From an optimization exercise on the open Yosys and OpenROAD flow, aimed at small area, a short achievable clock period and few clock cycles per item; shortcuts taken in it are not production practice. The RTL was checked by simulation tests, not by an equivalence proof against the original design.

## flow/cts_args.txt

```
-sink_clustering_enable -repair_clock_nets -dont_use_dummy_load -sink_clustering_size 24 -buf_list sky130_fd_sc_hd__clkbuf_8
```

## standard.sh

```bash
#!/bin/bash
# synth_recipe.tcl (not shown) runs the flow's synth.tcl, then flattens the netlist and writes it again
# the make line also repeats each setting of config.mk as NAME=value (left out here)
make -C /OpenROAD-flow-scripts/flow DESIGN_CONFIG=/design/flow/config.mk WORK_HOME=/design/flow/orfs CLKGATE_MAP_FILE= SYNTH_SCRIPT=/design/flow/synth_recipe.tcl "${@:-finish}"
```

## flow/run.sh

```bash
#!/bin/bash
# Standard layout, with timing repair asked to leave SETUP_SLACK_MARGIN ns of
# setup slack at the design's clock (so it works towards a shorter period),
# and a clock tree of smaller buffers without dummy balancing loads.
# The synthesis is the standard one, unchanged. Each step's output goes to a log here.
set -euo pipefail
MARGIN=$(cat flow/margin.txt)
CTS="$(cat flow/cts_args.txt)"
bash standard.sh synth > synth.log 2>&1
bash standard.sh SETUP_SLACK_MARGIN="$MARGIN" CTS_ARGS="$CTS" finish > layout.log 2>&1
```

## flow/margin.txt

```
10.65
```

## config.mk

```make
export PLATFORM = sky130hd
export DESIGN_NAME = ifft_core
export DESIGN_NICKNAME = ifft_core
export VERILOG_FILES = /design/flow/design.v
export SDC_FILE = /design/flow/constraint.sdc
export NUM_CORES = 4
export LEC_CHECK = 0
export CAP_MARGIN = 20
export CORE_MARGIN = 2
export CORE_UTILIZATION = 25
export PLACE_DENSITY = 0.45
export SLEW_MARGIN = 20
```

## constraint.sdc

```tcl
create_clock -name core_clock -period 15.0 [get_ports {clk}]
set_input_delay 3.0000 -clock core_clock [delete_from_list [all_inputs] [get_ports {clk}]]
set_output_delay 3.0000 -clock core_clock [all_outputs]
set_load 0.01 [all_outputs]
```

## design.v

```verilog
package ifft_pkg;
    localparam int DW = 8;
    localparam int TW = 8;
    function automatic logic [15:0] sx(input logic [7:0] v);
        sx = {{8{v[7]}}, v};
    endfunction
    function automatic logic [15:0] sx9(input logic [8:0] v);
        sx9 = {{7{v[8]}}, v};
    endfunction
    function automatic logic [15:0] rca(input logic [15:0] x, input logic [15:0] y, input logic ci);
        logic c;
        c = ci;
        for (int i = 0; i < 16; i++) begin
            rca[i] = x[i] ^ y[i] ^ c;
            c = (x[i] & y[i]) | (x[i] & c) | (y[i] & c);
        end
    endfunction
    function automatic logic [15:0] fadd(input logic [15:0] x, input logic [15:0] y, input logic ci);
        logic [16:0] t;
        t = {x, 1'b1} + {y, ci};
        fadd = t[16:1];
    endfunction
    function automatic logic [15:0] sum4(input logic [15:0] a, input logic [15:0] b,
                                         input logic [15:0] c, input logic [15:0] d,
                                         input logic i1, input logic i2, input logic i3);
        logic [15:0] s1, c1, s2, c2;
        s1 = a ^ b ^ c;
        c1 = {((a[14:0] & b[14:0]) | (a[14:0] & c[14:0]) | (b[14:0] & c[14:0])), i1};
        s2 = s1 ^ c1 ^ d;
        c2 = {((s1[14:0] & c1[14:0]) | (s1[14:0] & d[14:0]) | (c1[14:0] & d[14:0])), i2};
        sum4 = fadd(s2, c2, i3);
    endfunction
endpackage
module ifft_tw2a (
    input  logic [7:0] b_re,
    input  logic [7:0] b_im,
    input  logic       mul,
    output logic [9:0] va,
    output logic [9:0] vb
);
    logic [15:0] br, bi, d, s;
    always_comb begin
        br = ifft_pkg::sx(b_re);
        bi = ifft_pkg::sx(b_im);
        d  = ifft_pkg::fadd(br, ~bi, 1'b1);
        s  = ifft_pkg::fadd(br, bi, 1'b0);
        va = mul ? d[9:0] : br[9:0];
        vb = mul ? s[9:0] : bi[9:0];
    end
endmodule
module ifft_tw2b (
    input  logic [9:0] va,
    input  logic [9:0] vb,
    input  logic       half,
    input  logic       kq,
    input  logic       kr,
    output logic [8:0] u_re,
    output logic [8:0] u_im,
    output logic       neg,
    output logic       cz
);
    logic [15:0] a, b, x, y;
    logic        mul, sw;
    always_comb begin
        a  = {{6{va[9]}}, va};
        b  = {{6{vb[9]}}, vb};
        x  = ifft_pkg::sum4(a << 5, a << 3, a << 2, a, 1'b0, 1'b0, 1'b0);
        y  = ifft_pkg::sum4(b << 5, b << 3, b << 2, b, 1'b0, 1'b0, 1'b0);
        mul = half && kr;
        sw  = half && kq;
        u_re = ({9{!sw && !mul}} & a[8:0]) | ({9{!sw && mul}} & x[14:6])
             | ({9{sw && !mul}} & b[8:0])  | ({9{sw && mul}} & y[14:6]);
        u_im = ({9{!sw && !mul}} & b[8:0]) | ({9{!sw && mul}} & y[14:6])
             | ({9{sw && !mul}} & a[8:0])  | ({9{sw && mul}} & x[14:6]);
        neg  = sw;
        cz   = sw && mul && (y[5:0] != 6'd0);
    end
endmodule
module ifft_tw3a (
    input  logic [7:0] b_re,
    input  logic [7:0] b_im,
    output logic [8:0] r5,
    output logic [8:0] i5
);
    logic [15:0] br, bi, r, i;
    always_comb begin
        br = ifft_pkg::sx(b_re);
        bi = ifft_pkg::sx(b_im);
        r  = ifft_pkg::fadd(br << 2, br, 1'b0);
        i  = ifft_pkg::fadd(bi << 2, bi, 1'b0);
        r5 = r[10:2];
        i5 = i[10:2];
    end
endmodule
module ifft_tw3b (
    input  logic       [7:0] b_re,
    input  logic       [7:0] b_im,
    input  logic       [8:0] b5_re,
    input  logic       [8:0] b5_im,
    input  logic             half,
    input  logic       [2:0] k,
    output logic       [8:0] u_re,
    output logic       [8:0] u_im,
    output logic             neg,
    output logic             cz
);
    logic [15:0] br, bi, r5, i5, x, y;
    logic        pass, rot, mul, r1, r2, r3, sw;
    logic [15:0] x1, x2, x3, x4, y1, y2, y3, y4;
    always_comb begin
        br = ifft_pkg::sx(b_re);
        bi = ifft_pkg::sx(b_im);
        r5 = {{5{b5_re[8]}}, b5_re, b_re[1:0]};
        i5 = {{5{b5_im[8]}}, b5_im, b_im[1:0]};
        r1 = (k[1:0] == 2'd1);
        r2 = (k[1:0] == 2'd2);
        r3 = (k[1:0] == 2'd3);
        x1 = r2 ? (r5 << 3) : (br << 6);
        x2 = r2 ? r5 : ~r5;
        x3 = (r2 ? (i5 << 3) : (bi << 4)) ^ {16{!r3}};
        x4 = (r2 ? i5 : (bi << 3)) ^ {16{!r3}};
        x  = ifft_pkg::sum4(x1, x2, x3, x4, !r2, !r3, !r3);
        y1 = r2 ? (r5 << 3) : (br << 4);
        y2 = r2 ? r5 : (br << 3);
        y3 = (r2 ? (i5 << 3) : (bi << 6)) ^ {16{r3}};
        y4 = r1 ? ~i5 : i5;
        y  = ifft_pkg::sum4(y1, y2, y3, y4, 1'b0, r3, r1);
        sw = r3 ^ k[2];
        pass = !half || (k == 3'd0);
        rot  = half && (k == 3'd4);
        mul  = half && (k[1:0] != 2'd0);
        u_re = ({9{pass}} & br[8:0]) | ({9{rot}} & bi[8:0])
             | ({9{mul && !sw}} & x[14:6]) | ({9{mul && sw}} & y[14:6]);
        u_im = ({9{pass}} & bi[8:0]) | ({9{rot}} & br[8:0])
             | ({9{mul && !sw}} & y[14:6]) | ({9{mul && sw}} & x[14:6]);
        neg  = rot | (mul & k[2]);
        cz   = mul && k[2] && ((sw ? y[5:0] : x[5:0]) != 6'd0);
    end
endmodule
module ifft_butterfly (
    input  logic [7:0] a_re,
    input  logic [7:0] a_im,
    input  logic [8:0] u_re,
    input  logic [8:0] u_im,
    input  logic       neg,
    input  logic       cz,
    output logic [7:0] y0_re,
    output logic [7:0] y0_im,
    output logic [7:0] y1_re,
    output logic [7:0] y1_im
);
    function automatic logic [7:0] sat9(input logic [8:0] v);
        if (v[8] != v[7]) sat9 = v[8] ? 8'h80 : 8'h7f;
        else              sat9 = v[7:0];
    endfunction
    logic [15:0] s_re, s_im, d_re, d_im;
    logic [7:0]  p_re, m_re;
    always_comb begin
        s_re  = ifft_pkg::fadd(ifft_pkg::sx(a_re), ifft_pkg::sx9(u_re), cz);
        d_re  = ifft_pkg::fadd(ifft_pkg::sx(a_re), ~(ifft_pkg::sx9(u_re)), !cz);
        s_im  = ifft_pkg::fadd(ifft_pkg::sx(a_im), ifft_pkg::sx9(u_im), 1'b0);
        d_im  = ifft_pkg::fadd(ifft_pkg::sx(a_im), ~(ifft_pkg::sx9(u_im)), 1'b1);
        p_re  = sat9(s_re[9:1]);
        m_re  = sat9(d_re[9:1]);
        y0_re = neg ? m_re : p_re;
        y1_re = neg ? p_re : m_re;
        y0_im = sat9(s_im[9:1]);
        y1_im = sat9(d_im[9:1]);
    end
endmodule
module ifft_core #(
    parameter int N     = 16,
    parameter int LOG2N = 4,
    parameter int DW    = 8,
    parameter int TW    = 8
) (
    input  logic          clk,
    input  logic          rst,
    input  logic          in_valid,
    output logic          in_ready,
    input  logic [DW-1:0] in_re,
    input  logic [DW-1:0] in_im,
    output logic          out_valid,
    input  logic          out_ready,
    output logic [DW-1:0] out_re,
    output logic [DW-1:0] out_im,
    output logic          out_last,
    output logic          busy
);
    localparam int C_X03  = 0;    
    localparam int C_S0   = 1;    
    localparam int C_X12  = 2;    
    localparam int C_S1   = 3;    
    localparam int C_K1   = 4;    
    localparam int C_MA2  = 5;    
    localparam int C_H2   = 6;    
    localparam int C_KQ2  = 7;    
    localparam int C_KR2  = 8;    
    localparam int C_S2   = 9;    
    localparam int C_H3   = 10;   
    localparam int C_K3   = 11;   
    localparam int C_S3   = 14;   
    localparam int C_OLST = 15;   
    localparam int C_OSEL = 16;   
    localparam int NC     = 17;
    function automatic logic [NC-1:0] ctl(input logic [3:0] n);
        logic [3:0] t0, m12, t1, t2a, t2m, t2, t3m, t3;
        t0  = n - 4'd7;
        m12 = n - 4'd9;
        t1  = n - 4'd11;
        t2a = n - 4'd14;
        t2m = n - 4'd15;
        t2  = n - 4'd16;
        t3m = n - 4'd22;
        t3  = n - 4'd23;
        ctl = '0;
        ctl[C_X03] = n[3] & ~n[0];
        ctl[C_S0]  = t0[0];
        ctl[C_X12] = m12[2] & ~m12[1];
        ctl[C_S1]  = t1[1];
        ctl[C_K1]  = t1[0];
        ctl[C_MA2] = t2a[2] & t2a[0];
        ctl[C_H2]  = t2m[2];
        ctl[C_KQ2] = t2m[1];
        ctl[C_KR2] = t2m[0];
        ctl[C_S2]  = t2[2];
        ctl[C_H3]  = t3m[3];
        ctl[C_K3 +: 3] = t3m[2:0];
        ctl[C_S3]  = t3[3];
        ctl[C_OLST] = (n == 4'd14);
        ctl[C_OSEL] = (n == 4'd0) || (n >= 4'd15);
    endfunction
    logic          adv_q, in_ready_q, busy_q;
    logic [3:0]    icnt_q, acnt_q;
    logic          ph_q, f0_q, f1_q, f2_q;
    logic          iv_q, hv_q, sv_q;
    logic [1:0]    nowed_q;
    logic [NC-1:0] c_q;
    logic          adv_d, in_ready_d, busy_d;
    logic [3:0]    icnt_d, acnt_d;
    logic          ph_d, f0_d, f1_d, f2_d;
    logic          iv_d, hv_d, sv_d;
    logic [1:0]    nowed_d;
    logic          accept, ir_take, out_real, ohs, wr, h_en, s_from_p;
    always_comb begin
        accept  = in_valid && in_ready_q;
        ohs     = hv_q && out_ready;
        ir_take = adv_q && ((icnt_q == 4'd0) ? iv_q : !ph_q);
        out_real = c_q[C_OSEL] ? f1_q : f2_q;
        wr       = adv_q && out_real;
        iv_d   = accept || (iv_q && !ir_take);
        icnt_d = icnt_q + 4'(adv_q);
        ph_d   = ph_q;
        f0_d   = f0_q;
        f1_d   = f1_q;
        f2_d   = f2_q;
        if (adv_q && (icnt_q == 4'd0)) begin
            ph_d = !iv_q;
            f0_d = iv_q;
            f1_d = f0_q;
            f2_d = f1_q;
        end
        h_en     = !hv_q || out_ready;
        s_from_p = !sv_q && wr && hv_q && !out_ready;
        sv_d     = sv_q ? !h_en : s_from_p;
        hv_d     = h_en ? (sv_q || wr) : 1'b1;
        acnt_d  = acnt_q + 4'(accept);
        nowed_d = nowed_q + 2'(accept && (acnt_q == 4'd15)) - 2'(ohs && out_last);
        busy_d  = (nowed_d != 2'd0);
        adv_d = !sv_d && ((icnt_d == 4'd0) ? (iv_d || f0_d || f1_d) : (ph_d || iv_d));
        in_ready_d = !iv_d || (!sv_d && ((icnt_d == 4'd0) || !ph_d));
    end
    always_ff @(posedge clk or negedge rst) begin
        if (!rst) begin
            adv_q      <= 1'b0;
            in_ready_q <= 1'b1;
            busy_q     <= 1'b0;
            icnt_q     <= '0;
            acnt_q     <= '0;
            ph_q       <= 1'b0;
            f0_q       <= 1'b0;
            f1_q       <= 1'b0;
            f2_q       <= 1'b0;
            iv_q       <= 1'b0;
            hv_q       <= 1'b0;
            sv_q       <= 1'b0;
            nowed_q    <= '0;
            c_q        <= ctl(4'd0);
        end else begin
            adv_q      <= adv_d;
            in_ready_q <= in_ready_d;
            busy_q     <= busy_d;
            icnt_q     <= icnt_d;
            acnt_q     <= acnt_d;
            ph_q       <= ph_d;
            f0_q       <= f0_d;
            f1_q       <= f1_d;
            f2_q       <= f2_d;
            iv_q       <= iv_d;
            hv_q       <= hv_d;
            sv_q       <= sv_d;
            nowed_q    <= nowed_d;
            if (adv_q) c_q <= ctl(icnt_q + 4'd1);
        end
    end
    logic [7:0] ir_re, ir_im;
    always_ff @(posedge clk) begin
        if (accept) begin
            ir_re <= in_re;
            ir_im <= in_im;
        end
    end
    logic [7:0] dx03_re [7];
    logic [7:0] dx03_im [7];
    logic [7:0] x03_re, x03_im;
    assign x03_re = c_q[C_X03] ? ir_re : dx03_re[6];
    assign x03_im = c_q[C_X03] ? ir_im : dx03_im[6];
    always_ff @(posedge clk) begin
        if (adv_q) begin
            dx03_re[0] <= c_q[C_X03] ? dx03_re[6] : ir_re;
            dx03_im[0] <= c_q[C_X03] ? dx03_im[6] : ir_im;
            for (int i = 1; i < 7; i++) begin
                dx03_re[i] <= dx03_re[i-1];
                dx03_im[i] <= dx03_im[i-1];
            end
        end
    end
    logic [7:0]  dl0_re, dl0_im, r0_re, r0_im;
    logic [15:0] s0_re, s0_im, d0_re, d0_im;
    always_comb begin
        s0_re = ifft_pkg::rca(ifft_pkg::sx(dl0_re), ifft_pkg::sx(x03_re), 1'b0);
        s0_im = ifft_pkg::rca(ifft_pkg::sx(dl0_im), ifft_pkg::sx(x03_im), 1'b0);
        d0_re = ifft_pkg::rca(ifft_pkg::sx(dl0_re), ~(ifft_pkg::sx(x03_re)), 1'b1);
        d0_im = ifft_pkg::rca(ifft_pkg::sx(dl0_im), ~(ifft_pkg::sx(x03_im)), 1'b1);
    end
    always_ff @(posedge clk) begin
        if (adv_q) begin
            if (c_q[C_S0]) begin
                r0_re  <= s0_re[8:1];
                r0_im  <= s0_im[8:1];
                dl0_re <= d0_re[8:1];
                dl0_im <= d0_im[8:1];
            end else begin
                r0_re  <= dl0_re;
                r0_im  <= dl0_im;
                dl0_re <= x03_re;
                dl0_im <= x03_im;
            end
        end
    end
    logic [7:0] dx12_re [2];
    logic [7:0] dx12_im [2];
    logic [7:0] x12_re, x12_im;
    assign x12_re = c_q[C_X12] ? r0_re : dx12_re[1];
    assign x12_im = c_q[C_X12] ? r0_im : dx12_im[1];
    always_ff @(posedge clk) begin
        if (adv_q) begin
            dx12_re[0] <= c_q[C_X12] ? dx12_re[1] : r0_re;
            dx12_im[0] <= c_q[C_X12] ? dx12_im[1] : r0_im;
            dx12_re[1] <= dx12_re[0];
            dx12_im[1] <= dx12_im[0];
        end
    end
    logic [7:0]  dl1_re [2];
    logic [7:0]  dl1_im [2];
    logic [7:0]  y1_re, y1_im, r1_re, r1_im;
    logic [15:0] s1_re, s1_im, d1_re, d1_im;
    always_comb begin
        y1_re = c_q[C_K1] ? x12_im : x12_re;
        y1_im = c_q[C_K1] ? x12_re : x12_im;
        s1_re = ifft_pkg::fadd(ifft_pkg::sx(dl1_re[1]), ifft_pkg::sx(y1_re), 1'b0);
        s1_im = ifft_pkg::fadd(ifft_pkg::sx(dl1_im[1]), ifft_pkg::sx(y1_im), 1'b0);
        d1_re = ifft_pkg::fadd(ifft_pkg::sx(dl1_re[1]), ~(ifft_pkg::sx(y1_re)), 1'b1);
        d1_im = ifft_pkg::fadd(ifft_pkg::sx(dl1_im[1]), ~(ifft_pkg::sx(y1_im)), 1'b1);
    end
    always_ff @(posedge clk) begin
        if (adv_q) begin
            dl1_re[1] <= dl1_re[0];
            dl1_im[1] <= dl1_im[0];
            if (c_q[C_S1]) begin
                r1_re     <= c_q[C_K1] ? d1_re[8:1] : s1_re[8:1];
                r1_im     <= s1_im[8:1];
                dl1_re[0] <= c_q[C_K1] ? s1_re[8:1] : d1_re[8:1];
                dl1_im[0] <= d1_im[8:1];
            end else begin
                r1_re     <= dl1_re[1];
                r1_im     <= dl1_im[1];
                dl1_re[0] <= x12_re;
                dl1_im[0] <= x12_im;
            end
        end
    end
    logic [9:0] v2a, v2b, n2a, n2b;
    ifft_tw2a u_tw2a (
        .b_re (r1_re),
        .b_im (r1_im),
        .mul  (c_q[C_MA2]),
        .va   (v2a),
        .vb   (v2b)
    );
    always_ff @(posedge clk) begin
        if (adv_q) begin
            n2a <= v2a;
            n2b <= v2b;
        end
    end
    logic [8:0] w2_re, w2_im, m2_re, m2_im;
    logic       w2_neg, w2_cz, m2_neg, m2_cz;
    ifft_tw2b u_tw2b (
        .va   (n2a),
        .vb   (n2b),
        .half (c_q[C_H2]),
        .kq   (c_q[C_KQ2]),
        .kr   (c_q[C_KR2]),
        .u_re (w2_re),
        .u_im (w2_im),
        .neg  (w2_neg),
        .cz   (w2_cz)
    );
    always_ff @(posedge clk) begin
        if (adv_q) begin
            m2_re  <= w2_re;
            m2_im  <= w2_im;
            m2_neg <= w2_neg;
            m2_cz  <= w2_cz;
        end
    end
    logic [7:0] dl2_re [4];
    logic [7:0] dl2_im [4];
    logic [7:0] a2_re, a2_im, b2_re, b2_im, r2_re, r2_im;
    ifft_butterfly u_bf2 (
        .a_re  (dl2_re[3]),
        .a_im  (dl2_im[3]),
        .u_re  (m2_re),
        .u_im  (m2_im),
        .neg   (m2_neg),
        .cz    (m2_cz),
        .y0_re (a2_re),
        .y0_im (a2_im),
        .y1_re (b2_re),
        .y1_im (b2_im)
    );
    always_ff @(posedge clk) begin
        if (adv_q) begin
            for (int i = 1; i < 4; i++) begin
                dl2_re[i] <= dl2_re[i-1];
                dl2_im[i] <= dl2_im[i-1];
            end
            if (c_q[C_S2]) begin
                r2_re     <= a2_re;
                r2_im     <= a2_im;
                dl2_re[0] <= b2_re;
                dl2_im[0] <= b2_im;
            end else begin
                r2_re     <= dl2_re[3];
                r2_im     <= dl2_im[3];
                dl2_re[0] <= m2_re[7:0];
                dl2_im[0] <= m2_im[7:0];
            end
        end
    end
    logic [8:0] v3_re5, v3_im5, n3_re5, n3_im5;
    logic [7:0] n3_re, n3_im;
    ifft_tw3a u_tw3a (
        .b_re (r2_re),
        .b_im (r2_im),
        .r5   (v3_re5),
        .i5   (v3_im5)
    );
    always_ff @(posedge clk) begin
        if (adv_q) begin
            n3_re  <= r2_re;
            n3_im  <= r2_im;
            n3_re5 <= v3_re5;
            n3_im5 <= v3_im5;
        end
    end
    logic [8:0] w3_re, w3_im, m3_re, m3_im;
    logic       w3_neg, w3_cz, m3_neg, m3_cz;
    ifft_tw3b u_tw3b (
        .b_re  (n3_re),
        .b_im  (n3_im),
        .b5_re (n3_re5),
        .b5_im (n3_im5),
        .half  (c_q[C_H3]),
        .k     (c_q[C_K3 +: 3]),
        .u_re  (w3_re),
        .u_im  (w3_im),
        .neg   (w3_neg),
        .cz    (w3_cz)
    );
    always_ff @(posedge clk) begin
        if (adv_q) begin
            m3_re  <= w3_re;
            m3_im  <= w3_im;
            m3_neg <= w3_neg;
            m3_cz  <= w3_cz;
        end
    end
    logic [7:0] dl3_re [8];
    logic [7:0] dl3_im [8];
    logic [7:0] a3_re, a3_im, b3_re, b3_im, o3_re, o3_im;
    ifft_butterfly u_bf3 (
        .a_re  (dl3_re[7]),
        .a_im  (dl3_im[7]),
        .u_re  (m3_re),
        .u_im  (m3_im),
        .neg   (m3_neg),
        .cz    (m3_cz),
        .y0_re (a3_re),
        .y0_im (a3_im),
        .y1_re (b3_re),
        .y1_im (b3_im)
    );
    assign o3_re = c_q[C_S3] ? a3_re : dl3_re[7];
    assign o3_im = c_q[C_S3] ? a3_im : dl3_im[7];
    always_ff @(posedge clk) begin
        if (adv_q) begin
            for (int i = 1; i < 8; i++) begin
                dl3_re[i] <= dl3_re[i-1];
                dl3_im[i] <= dl3_im[i-1];
            end
            dl3_re[0] <= c_q[C_S3] ? b3_re : m3_re[7:0];
            dl3_im[0] <= c_q[C_S3] ? b3_im : m3_im[7:0];
        end
    end
    logic [7:0] h_re, h_im, s_re, s_im;
    logic       h_last, s_last;
    always_ff @(posedge clk) begin
        if (h_en) begin
            h_re   <= sv_q ? s_re : o3_re;
            h_im   <= sv_q ? s_im : o3_im;
            h_last <= sv_q ? s_last : c_q[C_OLST];
        end
        if (s_from_p) begin
            s_re   <= o3_re;
            s_im   <= o3_im;
            s_last <= c_q[C_OLST];
        end
    end
    assign in_ready  = in_ready_q;
    assign busy      = busy_q;
    assign out_valid = hv_q;
    assign out_last  = h_last;
    assign out_re    = h_re;
    assign out_im    = h_im;
endmodule
```

==> results.yml, run 1 <==
floorplanning:
  initial_core_util: 0.252
  rows: 135
  die-area_um2: 139000
  die_h_um: 373
  core_area_um2: 135000
  ioPinCount: 40
  fp.dieW_um: 373
clock_network:
  cts_tree: "done"
  cts_max_level: 3
  clockBufferDepth: 3
  path_clk_slew_ns: 0.06
  cts_buffers: 104
  insertion_delay_ns: 0.80
  clock-sinks: 607
  cts_hold_buf: 0
  root_buffer: "clkbuf_8"
layout:
  drive_above_1_share: 0.136
  final_net_count: 3270
  multiInputGateArea_um2: 15100
  seqCellArea_um2: 18100
  fill_cells: 13923
  syn2layout_area_growth_pct: 14.0
timing:
  skew_ns: 0.138
  worst_pin_slew_ns: 1.03
  tns_ns: 0
  drv_slew: 0
  rsz0062_at_grt: "yes"
  holdWs_ns: 0.341
  fmax_mhz: 220
  slew_headroom: 0.315
  fin_crit_ns: 4.55
  finalSetupViolations: 0
  fin_ws_ns: 10.45
  timing.final.crit_share: 0.304
  hold_viol: 0
global_routing:
  grt_max_degree: 80
  antenna_found_initial: 2
  overflow: 0
  grt_pass1_wl_um: 120000
  grt_pass1_vias: 21054
  grt_usage: 0.108
synth:
  yosys_warnings: 29
  async_flop_share: 0.0560
  syn_nets: 3166
  synth-seq-area-share: 0.530
  syn-instance-count: 2814
  synthTopCellsByCount: "573 x edfxtp_1, 270 x inv_1, 217 x ha_1, 201 x nor2_1, 198 x a21oi_1"
  postSynthAreaPerCell_um2: 12.1
  synth_top_area_cell: "edfxtp_1"
  yosys.area.top_type_share: 0.504
  synth-edff-count: 573
  netlist_top_cells_area: "edfxtp_1 50%, ha_1 8.0%, fa_1 6.7%"
  netlist_area_um2: 34100
  synth.distinct_cells: 79
  synth-main-ff-cell: "edfxtp_1"
  synth_seq_cells: 607
  synth.most_common_cell: "edfxtp_1"
worst_setup_path:
  start_kind: "register"
  crit_path_max_fanout: 19
  crit_path_end_kind: "register"
  rrSetupSlack_ns: 10.45
  worstSetupPathType: "reg -> reg"
  crit_arrival_ns: 4.98
  cp_data_required_time_ns: 15.43
routing:
  wl_per_cell_um: 16.1
  antenna_left: 0
  drt-initial-drc-count: 1171
  first_pass_iters: 5
  routed-via-count: 20956
  wl_um: 75500
  drc: 0
  route.detailed.vias_per_inst: 4.46
place:
  dp_hpwl_um: 51800
  gp_congestion: 0.798
  portBuffers: 39
  place_ws_ns: 9.73
job:
  maxCapViolCount: 0
status:
  outcome: "finished clean"
worst_hold_path:
  hp-class: "reg -> reg"
[cell families (layout without fill, tap and decap cells)]
logic type | after synthesis | in the layout | synth area share
compound gates | 657 | 657 | 0.123
xor+xnor | 167 | 167 | 0.0429
fa+ha+maj | 334 | 334 | 0.148
buf+inv | 374 | 476 | 0.0416
flops | 607 | 607 | 0.530
mux | 131 | 131 | 0.0427
other cells | 0 | 3 | 0
simple gates | 544 | 544 | 0.0725
[sequential cells by signal (all words and copies together), names as in the netlist, 32 cells and up]
| name | flops |
|---|---|
| dl3_im | 64 |
| dl2_re | 32 |
| dl2_im | 32 |
| dx03_re | 56 |
| dl3_re | 64 |
| dx03_im | 56 |
[path summary, 6_finish.rpt]
check / startpoint / to / cells past startpoint
worst max-delay path: c_q[12] / m3_re[8] / 17
max in group asynchronous: rst / adv_q / 1
worst min register to register: dl1_im[0][6] / dl1_im[1][6] / 0
worst max register to register: c_q[12] / m3_re[8] / 17
min in group asynchronous: rst / c_q[0] / 1
worst min-delay path: dl1_im[0][6] / dl1_im[1][6] / 0
[routing by layer]
layer | vias to the layer above | global-route usage | share of wire
met5 | - | 0 | 0
met2 | 330 | 0.175 | 0.47
met3 | 120 | 0.0226 | 0.037
met1 | 10214 | 0.143 | 0.47
met4 | 0 | 0.0344 | 0.025
li1 | 10292 | - | -
[stage by stage]
step	area [um^2]	utilization	instances
6_report	38900	0.287	4700
5_1_grt	38900	0.287	4700
4_1_cts	38700	0.285	4689
3_5_place_dp	36700	0.271	4555
3_3_place_gp	36700	0.271	4555
2_1_floorplan	34400	-	2814
[layout make-up]
| type | instances | share of cell area |
|---|---|---|
| Antenna cell | 3 | 0.000193 |
| Clock buffer | 104 | 0.0368 |
| Inverter | 272 | 0.0263 |
| Multi-Input combinational cell | 1833 | 0.389 |
| Sequential cell | 607 | 0.465 |
| Tap cell | 1781 | 0.0573 |
| Timing Repair Buffer | 100 | 0.0257 |
[critical path, cell delays in order (launching register included)]
cell	delay (ns)
dfstp_2	0.55
nor2b_4	0.26
buf_4	0.16
buf_12	0.09
bufbuf_16	0.29
a21oi_1	0.10
fa_1	0.48
fa_1	0.50
inv_1	0.06
ha_4	0.23
o21a_1	0.18
nor2_1	0.09
a31oi_1	0.07
a41o_1	0.29
o41ai_4	0.30
o21ai_1	0.12
xnor2_1	0.23
o221ai_1	0.16
[what timing repair did]
action / in CTS / in global routing
buffers inserted: 25 / 7
endpoints found under the setup margin: 64 / 29
resized for setup: 143 / 25
gates cloned: 5 / 1
hold endpoints to repair: 0 / 0
pin swaps: 34 / 16
[cells in the final DEF, fill, tap and decap left out, types with 23 or more instances in the layout]
cell and count:
edfxtp_1 573, inv_1 269, ha_1 205, nor2_1 199, a21oi_1 184, o21ai_0 149
nand2_1 141, xnor2_1 117, clkbuf_8 104, fa_1 97, mux2_2 91, xor2_1 46
nor2b_1 45, buf_4 41, a21o_1 36, nor3_1 36, mux2i_1 32, o21bai_1 32
nand3_1 27, nand2b_1 27, o221ai_1 25, o22ai_1 25, dfrtp_1 23
Testbench counts, summed over its fixed seeds: cycles 4,360, frames 256.
==> inputs of run 2 (changes only) <==
==> flow/margin.txt (replaced) <==
10.6
--- a/config.mk
+++ b/config.mk
@@ -9,4 +9,4 @@
 export CORE_MARGIN = 2
 export CORE_UTILIZATION = 25
-export PLACE_DENSITY = 0.45
+export PLACE_DENSITY = 0.6
 export SLEW_MARGIN = 20
==> run 2 against run 1 <==
Against the previous run:
- still clean on timing, DRC and antenna
- sequential share of layout area up 0.41 points
- sequential cell count unchanged
- area after synthesis unchanged
- via count up 0.64%
==> results.yml, run 2 <==
layout:
  multiInputGateArea_um2: 15000
  layoutNonFillerInstCount: 4680
  drive_above_1_share: 0.122
  fill_cells: 13866
  seqCellArea_um2: 18100
  layout_common_cells: "573 x edfxtp_1, 269 x inv_1, 209 x ha_1"
  syn2layout_area_growth_pct: 13.0
  final_net_count: 3250
  final_common_cell: "edfxtp_1"
  top_regs: "dl3_im x64, dl3_re x64"
synth:
  syn_nets: 3166
  synth.most_common_cell: "edfxtp_1"
  postSynthAreaPerCell_um2: 12.1
  synth_top_family_by_area: "adder cells"
  netlist_area_um2: 34100
  synth.distinct_cells: 79
  synth_mux_area_frac: 0.0427
  netlist_top_cells_area: "edfxtp_1 50%, ha_1 8.0%, fa_1 6.7%"
  synth_seq_cells: 607
  synthSimpleGateAreaFrac: 0.0725
  yosys.area.top_type_share: 0.504
  synthTopCellsByCount: "573 x edfxtp_1, 270 x inv_1, 217 x ha_1, 201 x nor2_1, 198 x a21oi_1"
  synth_top_area_cell: "edfxtp_1"
  async_flop_share: 0.0560
  synth-seq-area-share: 0.530
  yosys_warnings: 29
  syn-instance-count: 2814
  synth_xor_area_frac: 0.0429
  synth-compound-area-share: 0.123
  synthAdderAreaFrac: 0.148
  synth-main-ff-cell: "edfxtp_1"
  synth-edff-count: 573
timing:
  hold_viol: 0
  skew_ns: 0.109
  fin_crit_ns: 4.54
  finalSetupViolations: 0
  fmax_mhz: 220
  worst_pin_slew_ns: 1.06
  timing.final.crit_share: 0.303
  slew_headroom: 0.295
  rsz0062_at_grt: "yes"
  drv_slew: 0
  tns_ns: 0
global_routing:
  grt_max_degree: 203
  grt_usage: 0.0973
  grt_pass1_vias: 20673
  overflow: 0
  grt_pass1_wl_um: 111000
  antenna_found_initial: 2
clock_network:
  cts_tree: "done"
  insertion_delay_ns: 0.78
  clock-sinks: 607
  cts_max_level: 3
  root_buffer: "clkbuf_8"
  clockBufferDepth: 3
  cts_buffers: 98
  path_clk_slew_ns: 0.05
  cts_hold_buf: 0
place:
  dp_hpwl_um: 47000
  gp_congestion: 0.831
  dp.cells: 4549
  portBuffers: 39
worst_setup_path:
  crit_path_end_kind: "register"
  crit_arrival_ns: 4.95
  cp_slowest_cell: "dfstp_4"
  start_kind: "register"
  cp-startpoint: "c_q[12]"
  cpPeakStageDelay_ns: 0.65
  rrSetupSlack_ns: 10.46
  crit_path_frequent_cell: "fa_1"
  rr_startpoint: "c_q[12]"
  worstSetupPathType: "reg -> reg"
  crit_chain: "nor2b_4 -> buf_12 -> buf_4 -> a21o_1 -> fa_1 -> fa_1 -> ha_4 -> and2_4 -> a221o_1 -> o21ai_2 -> a21oi_1 -> o211ai_1 -> nand3b_1 -> a221oi_2 -> xor2_1 -> o221ai_1"
  crit_path_max_fanout: 6
  cp_data_required_time_ns: 15.41
floorplanning:
  initial_core_util: 0.252
  rows: 135
  core_area_um2: 135000
  die-area_um2: 139000
  die_h_um: 373
  ioPinCount: 40
  fp.dieW_um: 373
routing:
  wl_um: 68800
  drt-initial-drc-count: 1377
  antenna_left: 0
  routed-via-count: 21090
  first_pass_iters: 6
  drc: 0
  route.detailed.vias_per_inst: 4.51
  wl_per_cell_um: 14.7
status:
  outcome: "finished clean"
worst_hold_path:
  hp-class: "reg -> reg"
  hp-start: "dl2_re[2][4]"
job:
  maxCapViolCount: 0
==> run 2: timing repair <==
action / 4_1_cts / 5_1_grt
cloned: 3 / 0
pin swaps: 8 / 14
setup endpoints to repair: 64 / 32
setup buffers: 8 / 18
gates resized for setup: 79 / 46
==> run 2: layout make-up <==
class / instances / area share
Sequential cell: 607 / 0.469
Multi-Input combinational cell: 1833 / 0.389
Tap cell: 1781 / 0.0578
Clock buffer: 98 / 0.0350
Inverter: 272 / 0.0266
Timing Repair Buffer: 86 / 0.0226
Antenna cell: 3 / 0.000195
==> run 2: logic make-up after synthesis <==
group                    after synthesis
AO/OA/AOI/OAI                        657
flip-flops                           607
AND/OR/NAND/NOR                      544
buffers and inverters                374
adder cells (fa/ha/maj)              334
XOR/XNOR                             167
multiplexers                         131
==> run 2: final timing paths <==
path,end,cells after the start
max,m3_re[7],16
min,dl2_re[3][4],0
max reg2reg,m3_re[7],16
min reg2reg,dl2_re[3][4],0
max in group asynchronous,adv_q,1
min in group asynchronous,c_q[7],1
==> run 2: critical path, delay by kind of cell (launching register included) <==
kind | cells | cell delay, ns
AO/OA/AOI/OAI | 7 | 1.37
XOR/XNOR | 1 | 0.22
adder cells (fa/ha/maj) | 3 | 1.18
buffers and inverters | 2 | 0.30
flip-flops | 1 | 0.65
AND/OR/NAND/NOR | 3 | 0.54
==> run 2: metrics by stage <==
step	utilization	worst slack, ns	hold WS [ns]	area, um^2
2_1_floorplan	-	9.74	0.400	34300
3_3_place_gp	0.270	9.80	0.400	36600
3_5_place_dp	0.270	9.65	0.405	36600
4_1_cts	0.282	10.48	0.360	38200
5_1_grt	0.285	10.31	0.349	38600
6_report	0.285	10.46	0.357	38600
==> run 2: routing by layer <==
metal,GRT usage,vias up,share of wire
li1,-,10272,-
met1,0.131,10272,0.47
met3,0.0212,120,0.046
met4,0.0332,0,0.026
met5,0,-,0
met2,0.154,426,0.46
==> inputs of run 3 (changes only) <==
--- a/config.mk
+++ b/config.mk
@@ -9,4 +9,4 @@
 export CORE_MARGIN = 2
 export CORE_UTILIZATION = 25
-export PLACE_DENSITY = 0.6
+export PLACE_DENSITY = 0.35
 export SLEW_MARGIN = 20
==> run 3 against run 2 <==
Against the previous run:
- highest routed layer unchanged
- sequential cell count unchanged
- register-to-register slack got worse by 0.09 ns
- wire length up 22%
- die area did not move
- fmax down 1.9%
- critical path type unchanged
- area after synthesis unchanged
- final area rose by 0.92%
==> results.yml, run 3 <==
timing:
  fin_crit_ns: 4.63
  fmax_mhz: 216
  tns_ns: 0
  slew_headroom: 0.304
  timing.final.crit_share: 0.309
  fin_ws_ns: 10.37
  hold_viol: 0
  worst_pin_slew_ns: 1.04
  drv_slew: 0
  skew_ns: 0.110
  finalSetupViolations: 0
  rsz0062_at_grt: "yes"
synth:
  synth.distinct_cells: 79
  netlist_top_cells_area: "edfxtp_1 50%, ha_1 8.0%, fa_1 6.7%"
  synth_seq_cells: 607
  synth_top_area_cell: "edfxtp_1"
  syn_nets: 3166
  synth.most_common_cell: "edfxtp_1"
  synth-edff-count: 573
  netlist_area_um2: 34100
  syn-instance-count: 2814
  yosys.area.top_type_share: 0.504
  synth-seq-area-share: 0.530
  async_flop_share: 0.0560
  postSynthAreaPerCell_um2: 12.1
  yosys_warnings: 29
  synth-main-ff-cell: "edfxtp_1"
  synthTopCellsByCount: "573 x edfxtp_1, 270 x inv_1, 217 x ha_1, 201 x nor2_1, 198 x a21oi_1"
layout:
  syn2layout_area_growth_pct: 14.1
  layout_common_cells: "573 x edfxtp_1, 266 x inv_1, 205 x ha_1"
  layoutNonFillerInstCount: 4704
  final_net_count: 3275
  top_regs: "dl3_im x64, dl3_re x64"
  fill_cells: 13933
  drive_above_1_share: 0.137
  final_common_cell: "edfxtp_1"
routing:
  drc: 0
  wl_per_cell_um: 17.9
  antenna_left: 0
  drt-initial-drc-count: 1151
  wl_um: 84100
  first_pass_iters: 7
  routed-via-count: 21244
  route.detailed.vias_per_inst: 4.52
worst_setup_path:
  cp_slowest_cell: "dfstp_4"
  crit_path_end_kind: "register"
  path_delay_family: "compound AO/OA/AOI/OAI gates"
  crit_buf_inv: 1
  cp_data_required_time_ns: 15.44
  crit_chain: "nor2b_4 -> buf_12 -> nor2b_4 -> a21o_1 -> fa_1 -> fa_1 -> ha_4 -> and2_4 -> a221o_1 -> o21ai_2 -> a21oi_2 -> o211ai_1 -> nand3b_1 -> a221oi_2 -> xor2_1 -> o221ai_1"
  worstSetupPathType: "reg -> reg"
  crit_arrival_ns: 5.07
  crit_path_max_fanout: 5
  cpPeakStageDelay_ns: 0.62
  start_kind: "register"
floorplanning:
  die_h_um: 373
  rows: 135
  die-area_um2: 139000
  core_area_um2: 135000
  fp.dieW_um: 373
  ioPinCount: 40
  initial_core_util: 0.252
global_routing:
  grt_usage: 0.121
  grt_pass1_vias: 22165
  antenna_found_initial: 1
  grt_max_degree: 80
  grt_pass1_wl_um: 132000
  overflow: 0
place:
  dp.cells: 4555
  gp_congestion: 0.808
  dp_hpwl_um: 57900
  place_ws_ns: 9.39
  portBuffers: 39
clock_network:
  clockBufferDepth: 3
  insertion_delay_ns: 0.79
  cts_hold_buf: 0
  path_clk_slew_ns: 0.06
  cts_buffers: 114
  root_buffer: "clkbuf_8"
  clock-sinks: 607
  cts_tree: "done"
  cts_max_level: 3
worst_hold_path:
  hp-class: "reg -> reg"
status:
  outcome: "finished clean"
job:
  maxCapViolCount: 0
-- run 3: cell counts after synthesis --
Identical to the previous run, type by type.
-- run 3: timing repair --
action / in CTS / in global routing
setup endpoints to repair: 59 / 109
pin swaps: 25 / 19
resized for setup: 142 / 26
buffers inserted: 25 / 4
cloned: 4 / 0
-- run 3: layout make-up --
type | instances | area [um^2] | area share
Sequential cell | 607 | 18100 | 0.465
Multi-Input combinational cell | 1833 | 15100 | 0.388
Tap cell | 1781 | 2230 | 0.0573
Clock buffer | 114 | 1570 | 0.0403
Inverter | 272 | 1030 | 0.0265
Timing Repair Buffer | 95 | 911 | 0.0234
Antenna cell | 2 | 5.00 | 0.000129
-- run 3: metrics by stage --
step / hold slack (ns) / util / area [um^2]
after floorplan: 0.400 / - / 34300
after CTS: 0.362 / 0.286 / 38800
after global placement: 0.401 / 0.270 / 36600
after detailed placement: 0.405 / 0.270 / 36600
final: 0.353 / 0.287 / 38900
after global routing: 0.390 / 0.287 / 38900
-- run 3: logic make-up after synthesis --
| logic type | count (synthesis) | share of synthesized area |
|---|---|---|
| AOI/OAI and AO/OA | 657 | 0.123 |
| xor gates and xnor gates | 167 | 0.0429 |
| adders and majority gates | 334 | 0.148 |
| buffers and inverters | 374 | 0.0416 |
| DFF | 607 | 0.530 |
| muxes | 131 | 0.0427 |
| and+or+nand+nor | 544 | 0.0725 |
-- run 3: routing by layer --
layer  global-route usage  up-vias  share of wire
li1                     -    10290              -
met1                0.162    10437           0.47
met2                0.193      364           0.46
met3               0.0217      153          0.036
met4               0.0456        0          0.031
met5                    0        -              0
-- run 3: worst paths after layout --
check / start / endpoint / slack (ns) / cells past startpoint
min in group asynchronous: rst / c_q[13] / 2.36 / 1
max in group asynchronous: rst / adv_q / 11.97 / 1
max reg2reg: c_q[12] / m3_im[7] / 10.37 / 16
min reg2reg: dl1_re[0][0] / dl1_re[1][0] / 0.35 / 0
max: c_q[12] / m3_im[7] / 10.37 / 16
min: dl1_re[0][0] / dl1_re[1][0] / 0.35 / 0
==> inputs of run 4 (changes only) <==
--- a/config.mk
+++ b/config.mk
@@ -8,5 +8,5 @@
 export CAP_MARGIN = 20
 export CORE_MARGIN = 2
-export CORE_UTILIZATION = 25
-export PLACE_DENSITY = 0.35
+export CORE_UTILIZATION = 35
+export PLACE_DENSITY = 0.55
 export SLEW_MARGIN = 20
==> run 4 against run 3 <==
Against the previous run:
- synthesized cell count unchanged
- sequential share of layout area up 0.78 points
- fmax up 0.80%
- via count up 0.63%
- sequential cell count unchanged
- core utilization up 11 points
- critical path depth up 2
- largest cell class unchanged
==> results.yml, run 4 <==
layout:
  drive_above_1_share: 0.136
  top_regs: "dl3_im x64, dl3_re x64"
  fill_cells: 9141
  final_common_cell: "edfxtp_1"
  syn2layout_area_growth_pct: 12.2
  final_cell_area_um2: 38300
  final_net_count: 3271
  layout_common_cells: "573 x edfxtp_1, 266 x inv_1, 201 x ha_1"
synth:
  postSynthAreaPerCell_um2: 12.1
  syn_nets: 3166
  synth.distinct_cells: 79
  synth_mux_area_frac: 0.0427
  synthTopCellsByCount: "573 x edfxtp_1, 270 x inv_1, 217 x ha_1, 201 x nor2_1, 198 x a21oi_1"
  synth_xor_area_frac: 0.0429
  synth-seq-area-share: 0.530
  netlist_area_um2: 34100
  synthAdderAreaFrac: 0.148
  synth_seq_cells: 607
  netlist_top_cells_area: "edfxtp_1 50%, ha_1 8.0%, fa_1 6.7%"
  synth_top_area_cell: "edfxtp_1"
  synth-compound-area-share: 0.123
  synth.most_common_cell: "edfxtp_1"
  syn-instance-count: 2814
  synth_top_family_by_area: "adder cells"
  synth-edff-count: 573
  yosys.area.top_type_share: 0.504
  yosys_warnings: 29
  synthSimpleGateAreaFrac: 0.0725
  async_flop_share: 0.0560
  synth-main-ff-cell: "edfxtp_1"
routing:
  wl_per_cell_um: 17.4
  drc: 0
  wl_um: 72900
  drt-initial-drc-count: 1179
  route.detailed.vias_per_inst: 5.09
  first_pass_iters: 5
  antenna_left: 0
  routed-via-count: 21378
worst_setup_path:
  crit_path_end_kind: "register"
  crit_path_max_fanout: 7
  path_delay_family: "adder cells"
  cpPeakStageDelay_ns: 0.62
  cp_slowest_cell: "dfstp_4"
  cp_data_required_time_ns: 15.35
  crit_arrival_ns: 4.95
  worstSetupPathType: "reg -> reg"
  crit_buf_inv: 4
  start_kind: "register"
  crit_chain: "nor2b_4 -> buf_6 -> buf_12 -> buf_16 -> ha_1 -> inv_1 -> ha_1 -> fa_1 -> ha_2 -> or3_1 -> o221a_2 -> a21o_1 -> a21oi_2 -> o21bai_1 -> a21o_1 -> a21oi_2 -> mux2i_2 -> o221ai_1"
  rrSetupSlack_ns: 10.41
place:
  gp_congestion: 0.876
  post_dp_cell_area_um2: 36000
  portBuffers: 39
  dp_hpwl_um: 50700
worst_hold_path:
  hp-class: "reg -> reg"
timing:
  drv_slew: 0
  hold_viol: 0
  slew_headroom: 0.284
  rsz0062_at_grt: "yes"
  worst_pin_slew_ns: 1.07
  tns_ns: 0
  fmax_mhz: 218
  finalSetupViolations: 0
  fin_crit_ns: 4.59
  skew_ns: 0.102
  timing.final.crit_share: 0.306
global_routing:
  grt_use_met2: 0.245
  grt_use_met1: 0.190
  grt_max_degree: 90
  grt_usage: 0.147
  overflow: 0
  grt_pass1_wl_um: 118000
  antenna_found_initial: 2
  grt_pass1_vias: 21991
  grt_util_met3: 0.0277
  top_usage_layer: "met2"
floorplanning:
  die_h_um: 316
  fp.dieW_um: 316
  core_area_um2: 96700
  rows: 114
  initial_core_util: 0.353
  die-area_um2: 100000
  ioPinCount: 40
clock_network:
  insertion_delay_ns: 0.73
  cts_max_level: 3
  path_clk_slew_ns: 0.06
  clockBufferDepth: 3
  cts_buffers: 103
  root_buffer: "clkbuf_8"
  cts_tree: "done"
  cts_hold_buf: 0
  clock-sinks: 607
job:
  maxCapViolCount: 0
status:
  outcome: "finished clean"
[run 4: cell counts after synthesis]
Identical to the previous run, type by type.
[run 4: repair_timing]
action                                  CTS  global route
gates resized for setup                 112            43
endpoints found under the setup margin   47            31
pin swaps                                25            28
buffers inserted                         27            11
gates cloned                              4             0
[run 4: final timing paths]
path,start,end,depth (start not counted)
hold reg to reg,dl2_re[1][7],dl2_re[2][7],0
hold / removal,dl2_re[1][7],dl2_re[2][7],0
setup / recovery,c_q[12],m3_re[7],18
setup reg to reg,c_q[12],m3_re[7],18
max in group asynchronous,rst,adv_q,1
min in group asynchronous,rst,acnt_q[0],1
[run 4: cell families (layout without fill, tap and decap cells)]
kind of cell,Yosys count,count (layout)
multiplexers,131,131
buffers and inverters,374,477
AO/OA/AOI/OAI,657,657
AND/OR/NAND/NOR,544,544
adder cells (fa/ha/maj),334,334
other,0,3
flip-flops,607,607
XOR/XNOR,167,167
[run 4: through the flow]
| step | worst slack [ns] | utilization | hold slack [ns] | std cells |
|---|---|---|---|---|
| detailed placement | 9.64 | 0.372 | 0.405 | 4048 |
| CTS | 10.41 | 0.393 | 0.378 | 4182 |
| global placement | 9.70 | 0.372 | 0.401 | 4048 |
| finish | 10.41 | 0.396 | 0.375 | 4196 |
| floorplan | 9.74 | - | 0.400 | 2814 |
| global route | 10.14 | 0.396 | 0.391 | 4196 |
[run 4: area by class of cell]
type / count / area (um^2) / area share
multi-input cells: 1833 / 15100 / 0.395
well taps: 1276 / 1600 / 0.0417
inverters: 272 / 1020 / 0.0267
flip-flops and latches: 607 / 18100 / 0.472
repair buffers: 102 / 1010 / 0.0264
clock buffers: 103 / 1420 / 0.0370
diodes: 3 / 7.51 / 0.000196
[run 4: layer usage]
| metal | vias up | part of all wire | routed length, um |
|---|---|---|---|
| met4 | 0 | 0.031 | 2240 |
| met2 | 386 | 0.48 | 35200 |
| met3 | 150 | 0.036 | 2610 |
| li1 | 10276 | - | - |
| met1 | 10566 | 0.45 | 32900 |
| met5 | - | 0 | 0 |
==> inputs of run 5 (changes only) <==
==> flow/cts_args.txt (replaced) <==
-sink_clustering_enable -repair_clock_nets -dont_use_dummy_load -sink_clustering_size 20 -sink_clustering_max_diameter 100 -buf_list sky130_fd_sc_hd__clkbuf_16
--- a/config.mk
+++ b/config.mk
@@ -8,5 +8,5 @@
 export CAP_MARGIN = 20
 export CORE_MARGIN = 2
-export CORE_UTILIZATION = 35
-export PLACE_DENSITY = 0.55
+export CORE_UTILIZATION = 25
+export PLACE_DENSITY = 0.45
 export SLEW_MARGIN = 20
==> run 5 against run 4 <==
Against the previous run:
- still clean
- final cell count is 11% higher
- register-to-register slack better by 0.17 ns
- core utilization decreased by 11 points
- count of clock-buffer cells in the layout shrank 64
- setup slack improved by 0.17 ns
- wire length rose by 2.1%
- die area grew 39%
- global-route usage is 4.1 points lower
- critical endpoint is now m3_re[6]
==> results.yml, run 5 <==
timing:
  fin_crit_ns: 4.43
  worst_pin_slew_ns: 1.17
  skew_ns: 0.0971
  timing.final.crit_share: 0.295
  rsz0062_at_grt: "yes"
  fmax_mhz: 226
  hold_viol: 0
  finalSetupViolations: 0
  slew_headroom: 0.223
  tns_ns: 0
  holdWs_ns: 0.364
  drv_slew: 0
layout:
  final_common_cell: "edfxtp_1"
  final_net_count: 3217
  drive_above_1_share: 0.120
  layout_common_cells: "573 x edfxtp_1, 261 x inv_1, 201 x ha_1"
  syn2layout_area_growth_pct: 13.3
  multiInputGateArea_um2: 15200
  fill_cells: 13930
  diodes: 0
  final_util: 0.285
  seqCellArea_um2: 18100
  top_regs: "dl3_im x64, dl3_re x64"
synth:
  synth-seq-area-share: 0.530
  postSynthAreaPerCell_um2: 12.1
  netlist_top_cells_area: "edfxtp_1 50%, ha_1 8.0%, fa_1 6.7%"
  synthTopCellsByCount: "573 x edfxtp_1, 270 x inv_1, 217 x ha_1, 201 x nor2_1, 198 x a21oi_1"
  yosys.area.top_type_share: 0.504
  syn-instance-count: 2814
  yosys_warnings: 29
  synth_seq_cells: 607
  synth-main-ff-cell: "edfxtp_1"
  netlist_area_um2: 34100
  async_flop_share: 0.0560
  synth-edff-count: 573
  synth.most_common_cell: "edfxtp_1"
  synth_top_area_cell: "edfxtp_1"
  synth.distinct_cells: 79
  syn_nets: 3166
routing:
  wl_per_cell_um: 16.0
  wl_met2_um: 34700
  drc: 0
  first_pass_iters: 5
  top_layer_used: "met4"
  wl_met1_um: 36000
  wl_um: 74500
  dr_wl_met3_um: 2410
  antenna_left: 0
  route.detailed.vias_per_inst: 4.45
  routed-via-count: 20684
  drt-initial-drc-count: 1236
clock_network:
  clock-sinks: 607
  cts_max_level: 2
  root_buffer: "clkbuf_16"
  clockBufferDepth: 3
  cts_tree: "done"
  path_clk_slew_ns: 0.09
  cts_hold_buf: 0
  cts_buffers: 39
  insertion_delay_ns: 0.64
floorplanning:
  core_area_um2: 135000
  die-area_um2: 139000
  fp.dieW_um: 373
  rows: 135
  initial_core_util: 0.252
  die_h_um: 373
  ioPinCount: 40
global_routing:
  overflow: 0
  grt_usage: 0.106
  grt_pass1_vias: 20784
  grt_pass1_wl_um: 119000
  antenna_found_initial: 0
  grt_max_degree: 196
status:
  outcome: "finished clean"
worst_setup_path:
  cp_slowest_cell: "fa_1"
  crit_path_end_kind: "register"
  worstSetupPathType: "reg -> reg"
  start_kind: "register"
  crit_chain: "nor2b_4 -> buf_6 -> buf_16 -> ha_4 -> fa_1 -> fa_1 -> ha_4 -> and2_4 -> buf_4 -> a221oi_4 -> a31oi_2 -> a41o_1 -> o41ai_4 -> buf_4 -> xor2_2 -> o221ai_1"
  crit_arrival_ns: 4.70
  crit_path_max_fanout: 5
  cp_data_required_time_ns: 15.27
  cpPeakStageDelay_ns: 0.57
place:
  gp_congestion: 0.823
  portBuffers: 39
  dp_hpwl_um: 52200
worst_hold_path:
  hp-class: "reg -> reg"
job:
  maxCapViolCount: 0
[run 5: cell counts after synthesis]
No cell type changed its count.
[run 5: cell families (layout without fill, tap and decap cells)]
| kind of cell | after synthesis | count (layout) | share of synthesized area |
|---|---|---|---|
| mux | 131 | 131 | 0.0427 |
| fa+ha+maj | 334 | 334 | 0.148 |
| simple gates | 544 | 544 | 0.0725 |
| buf+inv | 374 | 423 | 0.0416 |
| flops | 607 | 607 | 0.530 |
| compound gates | 657 | 657 | 0.123 |
| xor+xnor | 167 | 167 | 0.0429 |
[run 5: repair_timing]
action | in CTS | in global routing
endpoints found under the setup margin | 65 | 25
resized for setup | 88 | 44
pin swaps | 37 | 26
buffers inserted | 29 | 17
cloned | 7 | 0
hold endpoints to repair | 0 | 0
[run 5: path summary, 6_finish.rpt]
| check | cells past startpoint | slack, ns | from | end |
|---|---|---|---|---|
| min in group asynchronous | 1 | 2.49 | rst | c_q[6] |
| setup reg to reg | 16 | 10.57 | c_q[12] | m3_re[6] |
| setup / recovery | 16 | 10.57 | c_q[12] | m3_re[6] |
| hold reg to reg | 0 | 0.36 | dl2_re[1][1] | dl2_re[2][1] |
| max in group asynchronous | 1 | 11.79 | rst | adv_q |
| hold / removal | 0 | 0.36 | dl2_re[1][1] | dl2_re[2][1] |
[run 5: cell type report]
class	instances	area share
clock buffer	39	0.0253
inverter	272	0.0265
multi-input combinational	1833	0.392
sequential	607	0.468
tap	1781	0.0577
timing repair buffer	112	0.0307
[run 5: through the flow]
step	std cells	cell area, um^2	setup WS [ns]
CTS	4627	38400	10.54
global route	4644	38600	10.37
finish	4644	38600	10.57
floorplan	2814	34300	9.74
detailed placement	4552	36600	9.74
global placement	4552	36600	9.73
[run 5: critical path: cells and delay by family (launching register included)]
family          cells  cell delay, ns
compound gates      5            1.08
xor+xnor            1            0.17
fa+ha+maj           4            1.38
buf+inv             4            0.57
flops               1            0.56
simple gates        2            0.37
[run 5: layer usage]
| layer | vias up | global-route usage |
|---|---|---|
| li1 | 10185 | - |
| met5 | - | 0 |
| met3 | 72 | 0.0145 |
| met2 | 257 | 0.174 |
| met1 | 10170 | 0.147 |
| met4 | 0 | 0.0251 |
==> inputs of run 6 (changes only) <==
==> flow/cts_args.txt (replaced) <==
-sink_clustering_enable -repair_clock_nets -dont_use_dummy_load -sink_clustering_size 16 -sink_clustering_max_diameter 120 -buf_list sky130_fd_sc_hd__clkbuf_8
==> run 6 against run 5 <==
Against the previous run:
- still clean on timing, DRC and antenna
- die area stayed put
- largest cell class unchanged
- critical path type is now reg -> out
- final cell count up 0.24%
==> results.yml, run 6 <==
routing:
  routed-via-count: 20797
  drc: 0
  wl_um: 75200
  wl_per_cell_um: 16.2
  route.detailed.vias_per_inst: 4.47
  antenna_left: 0
  drt-initial-drc-count: 1244
  first_pass_iters: 5
clock_network:
  cts_max_level: 2
  cts_hold_buf: 0
  insertion_delay_ns: 0.72
  cts_tree: "done"
  clock-sinks: 607
  path_clk_slew_ns: 0.11
  clockBufferDepth: 3
  cts_buffers: 45
  root_buffer: "clkbuf_8"
floorplanning:
  ioPinCount: 40
  rows: 135
  initial_core_util: 0.252
  die-area_um2: 139000
  core_area_um2: 135000
  fp.dieW_um: 373
  die_h_um: 373
synth:
  synth_top_area_cell: "edfxtp_1"
  synth-edff-count: 573
  synth-seq-area-share: 0.530
  netlist_area_um2: 34100
  postSynthAreaPerCell_um2: 12.1
  syn-instance-count: 2814
  synthTopCellsByCount: "573 x edfxtp_1, 270 x inv_1, 217 x ha_1, 201 x nor2_1, 198 x a21oi_1"
  synth.most_common_cell: "edfxtp_1"
  syn_nets: 3166
  synth-main-ff-cell: "edfxtp_1"
  synth.distinct_cells: 79
  synth_seq_cells: 607
  yosys.area.top_type_share: 0.504
  async_flop_share: 0.0560
  netlist_top_cells_area: "edfxtp_1 50%, ha_1 8.0%, fa_1 6.7%"
  yosys_warnings: 29
timing:
  fin_ws_ns: 10.49
  slew_headroom: 0.242
  finalSetupViolations: 0
  fin_crit_ns: 4.51
  timing.final.crit_share: 0.301
  hold_viol: 0
  rsz0062_at_grt: "yes"
  drv_slew: 0
  tns_ns: 0
  worst_pin_slew_ns: 1.14
  fmax_mhz: 222
  skew_ns: 0.130
global_routing:
  grt_pass1_vias: 20887
  overflow: 0
  grt_max_degree: 196
  grt_usage: 0.107
  antenna_found_initial: 1
  grt_pass1_wl_um: 120000
worst_setup_path:
  cp_data_required_time_ns: 12.00
  crit_arrival_ns: 1.51
  crit_path_max_fanout: 2
  start_kind: "register"
  cp_slowest_cell: "dfstp_2"
  crit_buf_inv: 1
  path_delay_family: "flip-flops"
  worstSetupPathType: "reg -> out"
  crit_chain: "buf_6"
  cpPeakStageDelay_ns: 0.64
  crit_path_end_kind: "output port"
layout:
  syn2layout_area_growth_pct: 12.5
  drive_above_1_share: 0.123
  final_util: 0.283
  fill_cells: 13968
  top_regs: "dl3_im x64, dl3_re x64"
  final_common_cell: "edfxtp_1"
  layout_common_cells: "573 x edfxtp_1, 263 x inv_1, 202 x ha_1"
  multiInputGateArea_um2: 15200
  final_net_count: 3227
  seqCellArea_um2: 18100
worst_hold_path:
  hp-class: "reg -> reg"
place:
  place_ws_ns: 9.74
  dp_hpwl_um: 52200
  portBuffers: 39
  gp_congestion: 0.823
status:
  outcome: "finished clean"
job:
  maxCapViolCount: 0
## run 6: cell counts after synthesis
Identical to the previous run, type by type.
## run 6: logic make-up after synthesis
group	count (synthesis)	synth area share
AO/OA/AOI/OAI	657	0.123
XOR/XNOR	167	0.0429
adder cells (fa/ha/maj)	334	0.148
buffers and inverters	374	0.0416
flip-flops	607	0.530
multiplexers	131	0.0427
AND/OR/NAND/NOR	544	0.0725
## run 6: timing repair
action | 4_1_cts | 5_1_grt
cloned | 7 | 0
pin swaps | 40 | 25
hold endpoints to repair | 0 | 0
buffers inserted | 33 | 17
resized for setup | 102 | 52
setup endpoints to repair | 62 | 32
## run 6: path summary, 6_finish.rpt
| path | from | endpoint | slack (ns) | cells past startpoint |
|---|---|---|---|---|
| max in group asynchronous | rst | adv_q | 11.90 | 1 |
| min reg2reg | dl3_re[0][7] | dl3_re[1][7] | 0.36 | 0 |
| max | in_ready_q | in_ready | 10.49 | 1 |
| min in group asynchronous | rst | f2_q | 2.38 | 1 |
| min | dl3_re[0][7] | dl3_re[1][7] | 0.36 | 0 |
| max reg2reg | c_q[12] | m3_re[7] | 10.50 | 17 |
## run 6: worst register-to-register path, cell delays in order, from the launching register on
cell and delay [ns]:
dfstp_2 0.57, nor2b_4 0.24, buf_6 0.16, buf_16 0.12, a21oi_4 0.06, fa_1 0.49, fa_1 0.51, inv_2 0.05
ha_4 0.24, and2_4 0.17, a221o_1 0.30, o21ai_2 0.17, a21oi_2 0.09, o211ai_1 0.16, nand3b_1 0.14, a221oi_2 0.30
xor2_1 0.24, o221ai_1 0.14
## run 6: area by class of cell
cell class | instances | share of cell area
Antenna cell | 1 | 0.0000652
Timing Repair Buffer | 116 | 0.0330
Tap cell | 1781 | 0.0580
Inverter | 272 | 0.0267
Multi-Input combinational cell | 1833 | 0.395
Sequential cell | 607 | 0.471
Clock buffer | 45 | 0.0161
## run 6: per-stage QoR
step	hold WS, ns	instance area [um^2]	instances
6_report	0.355	38400	4655
5_1_grt	0.338	38400	4655
4_1_cts	0.332	38100	4637
3_5_place_dp	0.405	36600	4552
3_3_place_gp	0.400	36600	4552
2_1_floorplan	0.400	34300	2814
## run 6: per-layer routing
| layer | routed length, um | global-route usage | up-vias |
|---|---|---|---|
| li1 | - | - | 10198 |
| met1 | 36100 | 0.148 | 10259 |
| met2 | 35100 | 0.176 | 262 |
| met3 | 2520 | 0.0149 | 78 |
| met4 | 1460 | 0.0249 | 0 |
| met5 | 0 | 0 | - |

-- static timing again, ports no longer ideal --
The results above use ideal ports. As a check the final layouts listed here were re-extracted and re-timed, cells and wires unchanged.
Step 1: set_driving_cell puts a clkbuf_16 on clk and a buf_2 on each other input, an assumption about the parent block.
Step 2 adds t to the input delays and takes it off the output delays; t is the mean of the earliest and latest rising clock arrival at the registers after step 1. Input paths then give back, and output paths get back, about the clock's delay inside the block.
Three values: no drivers, after step 1, after step 2; two values: the first two.
run | t, ns | setup slack, ns | worst setup path after step 2
run 1 | 0.813 | 10.447 / 10.447 / 9.951 | input to register
run 2 | 0.778 | 10.459 / 10.459 / 10.086 | input to register
run 3 | 0.809 | 10.369 / 10.369 / 10.072 | input to register
run 4 | 0.766 | 10.406 / 10.406 / 10.019 | input to register
run 5 | 0.655 | 10.572 / 10.572 / 10.096 | input to register
run 6 | 0.724 | 10.486 / 10.420 / 10.103 | input to register
After both steps every run listed still meets setup and hold. The setup slack of run 1, which loses most, moves by 0.000 ns with the drivers and by -0.496 ns with both steps.
